This design comes from an exercise in tuning for small area, a short achievable clock period and few clock cycles per item on the open sky130 flow, not from production work. Only simulation tests tie the RTL to the original design; equivalence was not proved. Power and IR drop assume default switching activity.

run 1:
==> flow/design.v (excerpt) <==
module signed_to_radix_digits
(
  input  logic                   clk,
  input  logic                   rst_n,
  input  logic                   in_tvalid,
  output logic                   in_tready,
  input  logic [IN_TDATA_W-1:0]  in_tdata,    
  output logic                   out_tvalid,
  input  logic                   out_tready,
  output logic [OUT_TDATA_W-1:0] out_tdata,   
  output logic                   out_tlast    
);
  localparam logic [2:0] K_M1 = 3'd0;   
  localparam logic [2:0] K_P2 = 3'd1;   
  localparam logic [2:0] K_P4 = 3'd2;   
  localparam logic [2:0] K_P8 = 3'd3;   
  localparam logic [2:0] K_SQ = 3'd4;   
  typedef enum logic {
    C_IDLE,
    C_CONV
  } cstate_t;
  typedef enum logic [1:0] {
    O_IDLE,
    O_LOAD,
    O_EMIT
  } ostate_t;
  function automatic logic [CHAR_W-1:0] digit_to_ascii(input logic [5:0] d);
    logic [CHAR_W-1:0] c;
    if (d < 6'd10) c = {4'h3, d[3:0]};
    else           c = 8'h37 + CHAR_W'(d);
    digit_to_ascii = c;
  endfunction
  ...
For scale: about 3400 cells after synthesis, ~390 flip-flops, ~87 I/O pins, about 32000 µm² of cells after synthesis.
clock: 16.0 ns
lec_check: 0
cap_margin: 20
core_margin: 2
core_utilization: 40
slew_margin: 20
run.sh (not shown) runs the stock make flow with config.mk's settings and CLKGATE_MAP_FILE= SYNTH_SCRIPT=/design/flow/synth_recipe.tcl, a recipe that flattens the netlist after the stock synthesis.
Run 1 finished all stages; the layout is clean.
Testbench counts of run 1, summed over its fixed seeds: cycles 12,556, numbers 512.
### run 1 -> run 2
==> flow/flow/run.sh (new file) <==
#!/bin/bash
# The standard layout (the standard.sh: standard synthesis, floorplan, placement,
# CTS, routing), with ORFS's setup repair aiming for 11.75 ns of slack instead of 0, so
# that the resizer also works on paths that already meet the 16 ns clock.
# make's full output goes to standard_flow.log; ORFS keeps each step's log under orfs/logs.
set -euo pipefail
bash standard.sh SETUP_SLACK_MARGIN=11.75 finish > standard_flow.log 2>&1
==> flow/standard.sh (new file) <==
#!/bin/bash
# synth_recipe.tcl (not shown) runs the flow's synth.tcl, then flattens the netlist and writes it again
# the make line also repeats each setting of config.mk as NAME=value (left out here)
make -C /OpenROAD-flow-scripts/flow DESIGN_CONFIG=/design/flow/config.mk WORK_HOME=/design/flow/orfs CLKGATE_MAP_FILE= SYNTH_SCRIPT=/design/flow/synth_recipe.tcl "${@:-finish}"
diff --git a/flow/config.mk b/flow/config.mk
--- a/flow/config.mk
+++ b/flow/config.mk
@@ -7,5 +7,6 @@
 export LEC_CHECK = 0
-export CAP_MARGIN = 20
+export CAP_MARGIN = 50
 export CORE_MARGIN = 2
-export CORE_UTILIZATION = 40
-export SLEW_MARGIN = 20
+export CORE_UTILIZATION = 60
+export PLACE_DENSITY = 0.75
+export SLEW_MARGIN = 50
removed: flow/run.sh
Findings:
- Taking run 1 as the reference point, the worst-path maximum fanout of run 2 falls by 12.
- What run 2 reported for count of plain and timing-repair buffers in the layout has to be multiplied by 0.48 to get the figure for run 1.
- Global-route wire length before repair grows slightly when moving from run 1 to run 2.
- Changes observed in run 2 relative to run 1: via count moved up, share of power burned in the clock network went down.
The inputs of run 3 differ from those of run 2 as listed below.
==> flow/flow/run.sh <==
#!/bin/bash
# The standard layout (the standard.sh: standard synthesis, floorplan, placement,
# CTS, routing), with ORFS's setup repair aiming for 11.5 ns of slack instead of 0, so
# that the resizer also works on paths that already meet the 16 ns clock.
# make's full output goes to standard_flow.log; ORFS keeps each step's log under orfs/logs.
set -euo pipefail
bash standard.sh SETUP_SLACK_MARGIN=11.5 finish > standard_flow.log 2>&1
diff --git a/flow/config.mk b/flow/config.mk
--- a/flow/config.mk
+++ b/flow/config.mk
@@ -9,4 +9,3 @@
 export CORE_MARGIN = 2
-export CORE_UTILIZATION = 60
-export PLACE_DENSITY = 0.75
+export CORE_UTILIZATION = 40
 export SLEW_MARGIN = 50
Notes after the runs:
The part of the power in registers in run 3 was higher than what run 2 gave.
Design area ends up higher on run 2.
In run 3, the non-clock buffer contribution to total cell area came out 1.4 points below the value in run 2.
[compare] base=run 2 new=run 3: hold slack lost 6.5 ps; final cell count picked up an extra 302.
Between run 3 and run 2, it is run 3 whose number of nets at the end of the flow is lower, by about 1.6%.
The following lists how run 4 was set up differently from run 3:
==> flow/run.sh (new file) <==
#!/bin/bash
# synth_recipe.tcl (not shown) runs the flow's synth.tcl, then flattens the netlist and writes it again
# the make line also repeats each setting of config.mk as NAME=value (left out here)
make -C /OpenROAD-flow-scripts/flow DESIGN_CONFIG=/design/flow/config.mk WORK_HOME=/design/flow/orfs CLKGATE_MAP_FILE= SYNTH_SCRIPT=/design/flow/synth_recipe.tcl finish
removed: flow/flow/run.sh
removed: flow/standard.sh
[summary]
- Having completed the whole flow, run 4 delivered a layout that passed the timing, DRC and antenna checks.
- met3 capacity usage during global routing across run 3 and run 4: no real change.
- Diff run 3 -> run 4 | power density over the cells | down slightly
- Per the comparison of run 4 with run 3, placed wire-length estimate climbed 0.41%; layout overhead on the synthesized area moved down; clock power held.
- register to output pin as the startpoint-to-endpoint class of the critical path was reported by run 3, and register to register by run 4.
- In the flow results for run 3 and run 4, the count of plain and timing-repair buffers in the layout is smaller on run 4.
- Looking at final critical path time including I/O delays and setup, run 4 sits above run 3.
- Hold slack across run 3 and run 4: no real change.

## run A
signed_to_radix_digits again, from the RTL that the note above started with.
==> flow/config.mk <==
export PLATFORM = sky130hd
export DESIGN_NAME = signed_to_radix_digits
export DESIGN_NICKNAME = signed_to_radix_digits
export VERILOG_FILES = /design/flow/design.v
export SDC_FILE = /design/flow/constraint.sdc
export NUM_CORES = 4
export LEC_CHECK = 0
export CAP_MARGIN = 50
export CORE_MARGIN = 2
export CORE_UTILIZATION = 40
export SLEW_MARGIN = 50
==> flow/constraint.sdc <==
create_clock -name core_clock -period 16.0 [get_ports {clk}]
set_input_delay 3.2000 -clock core_clock [delete_from_list [all_inputs] [get_ports {clk}]]
set_output_delay 3.2000 -clock core_clock [all_outputs]
set_load 0.01 [all_outputs]
standard.sh (not shown) runs the stock make flow with config.mk's settings and CLKGATE_MAP_FILE= SYNTH_SCRIPT=/design/flow/synth_recipe.tcl, a recipe that flattens the netlist after the stock synthesis.
==> flow/flow/run.sh <==
#!/bin/bash
# The standard layout (the standard.sh: standard synthesis, floorplan, placement,
# CTS, routing), with ORFS's setup repair aiming for 11 ns of slack instead of 0, so
# that the resizer also works on paths that already meet the 16 ns clock.
# make's full output goes to standard_flow.log; ORFS keeps each step's log under orfs/logs.
set -euo pipefail
bash standard.sh SETUP_SLACK_MARGIN=11 finish > standard_flow.log 2>&1
Testbench counts of run A, summed over its fixed seeds: cycles 12,556, numbers 512.
Relative to run A, the following input files were edited for run B:
==> flow/flow/run.sh <==
#!/bin/bash
# The standard layout (the standard.sh: standard synthesis, floorplan, placement,
# CTS, routing), with ORFS's setup repair aiming for 12 ns of slack instead of 0, so
# that the resizer also works on paths that already meet the 16 ns clock.
# make's full output goes to standard_flow.log; ORFS keeps each step's log under orfs/logs.
set -euo pipefail
bash standard.sh SETUP_SLACK_MARGIN=12 finish > standard_flow.log 2>&1
Run B vs run A on worst setup slack before clock tree synthesis: run B is the higher one.
The routed via count divided by cell count in run B sits about 2.3% above the value recorded for run A.
Total instance count after detailed placement: run B vs run A — no meaningful difference
Between run A and run B, the flow reports total power increasing by more than 10%.
Here is what was changed in the inputs of run C compared with run B.
- swapping 50 for 80 in SLEW_MARGIN
- swapping 50 for 80 in CAP_MARGIN
==> flow/run.sh (new file) <==
#!/bin/bash
# synth_recipe.tcl (not shown) runs the flow's synth.tcl, then flattens the netlist and writes it again
# the make line also repeats each setting of config.mk as NAME=value (left out here)
make -C /OpenROAD-flow-scripts/flow DESIGN_CONFIG=/design/flow/config.mk WORK_HOME=/design/flow/orfs CLKGATE_MAP_FILE= SYNTH_SCRIPT=/design/flow/synth_recipe.tcl finish
removed: flow/flow/run.sh
removed: flow/standard.sh
--- outcome ---
Run C: done, clean on timing, DRC and antenna. Compared with run B, final area in run C decreased by a few percent. Looking at last weighted congestion value of the routability-driven placer, run C sits 2.7% lower than run B does. Cmp run C and run B / power / lower: run C.
Inputs modified between run C and run D:
- a change of SLEW_MARGIN from 80 to 50
- a change of CAP_MARGIN from 80 to 50
==> flow/flow/run.sh (new file) <==
#!/bin/bash
# The standard layout (the standard.sh: standard synthesis, floorplan, placement,
# CTS, routing), with ORFS's setup repair aiming for 11.75 ns of slack instead of 0, so
# that the resizer also works on paths that already meet the 16 ns clock.
# make's full output goes to standard_flow.log; ORFS keeps each step's log under orfs/logs.
set -euo pipefail
bash standard.sh SETUP_SLACK_MARGIN=11.75 finish > standard_flow.log 2>&1
==> flow/standard.sh (new file) <==
#!/bin/bash
# synth_recipe.tcl (not shown) runs the flow's synth.tcl, then flattens the netlist and writes it again
# the make line also repeats each setting of config.mk as NAME=value (left out here)
make -C /OpenROAD-flow-scripts/flow DESIGN_CONFIG=/design/flow/config.mk WORK_HOME=/design/flow/orfs CLKGATE_MAP_FILE= SYNTH_SCRIPT=/design/flow/synth_recipe.tcl "${@:-finish}"
removed: flow/run.sh
==> comparison <==
- Looking at worst-path cell with the longest stage delay, the clkdlybuf4s50_1 result is from run C; the edfxtp_1 one comes from run D.
- When run D is set beside run C, its worst setup slack turns out to be 1.47 ns larger.
- For clock-pin slew on the worst setup and hold paths, run D and run C come out practically identical.
- As far as total global-route track usage is concerned, run C and run D perform about the same.
- Run D has count of cell instances traversed by the critical path below what run C had.

-- afterwards: timing with drivers on the ports --
The flow's constraints put no driver on any port. The routed layouts listed below were extracted and timed again, unchanged, in two steps.
Step 1: set_driving_cell puts a clkbuf_16 on clk and a buf_2 on each other input, an assumption about the parent block.
Step 2 also shifts input and output timing later by t, the mid clock arrival at the registers, as if the neighbouring blocks saw the same clock.
Slacks: ideal ports / drivers / drivers and shift; pairs: ideal ports / drivers.
run	t (ns)	slack for setup (ns)	hold slack, ns	worst setup path after step 2	cell pins on the clock port's net
run 1	0.653	10.300 / 10.300 / 10.300	0.448 / 0.448 / 0.448	register to register	1
run 2	0.641	11.680 / 11.651 / 11.266	0.453 / 0.453 / 0.453	input to register	1
run 3	0.656	11.543 / 11.480 / 10.949	0.447 / 0.447 / 0.447	input to register	1
run 4	0.663	10.421 / 10.421 / 10.421	0.447 / 0.447 / 0.447	register to register	1
run A	0.661	11.086 / 11.023 / 10.714	0.446 / 0.446 / 0.446	input to register	1
run B	0.675	11.696 / 11.628 / 11.416	0.443 / 0.443 / 0.443	input to register	1
run C	0.655	10.214 / 10.214 / 10.214	0.446 / 0.446 / 0.446	register to register	1
run D	0.662	11.685 / 11.617 / 11.263	0.446 / 0.446 / 0.446	input to register	1
After both steps every run listed still meets setup and hold. The setup slack of run 3, which loses most, moves by -0.063 ns with the drivers and by -0.594 ns with both steps.
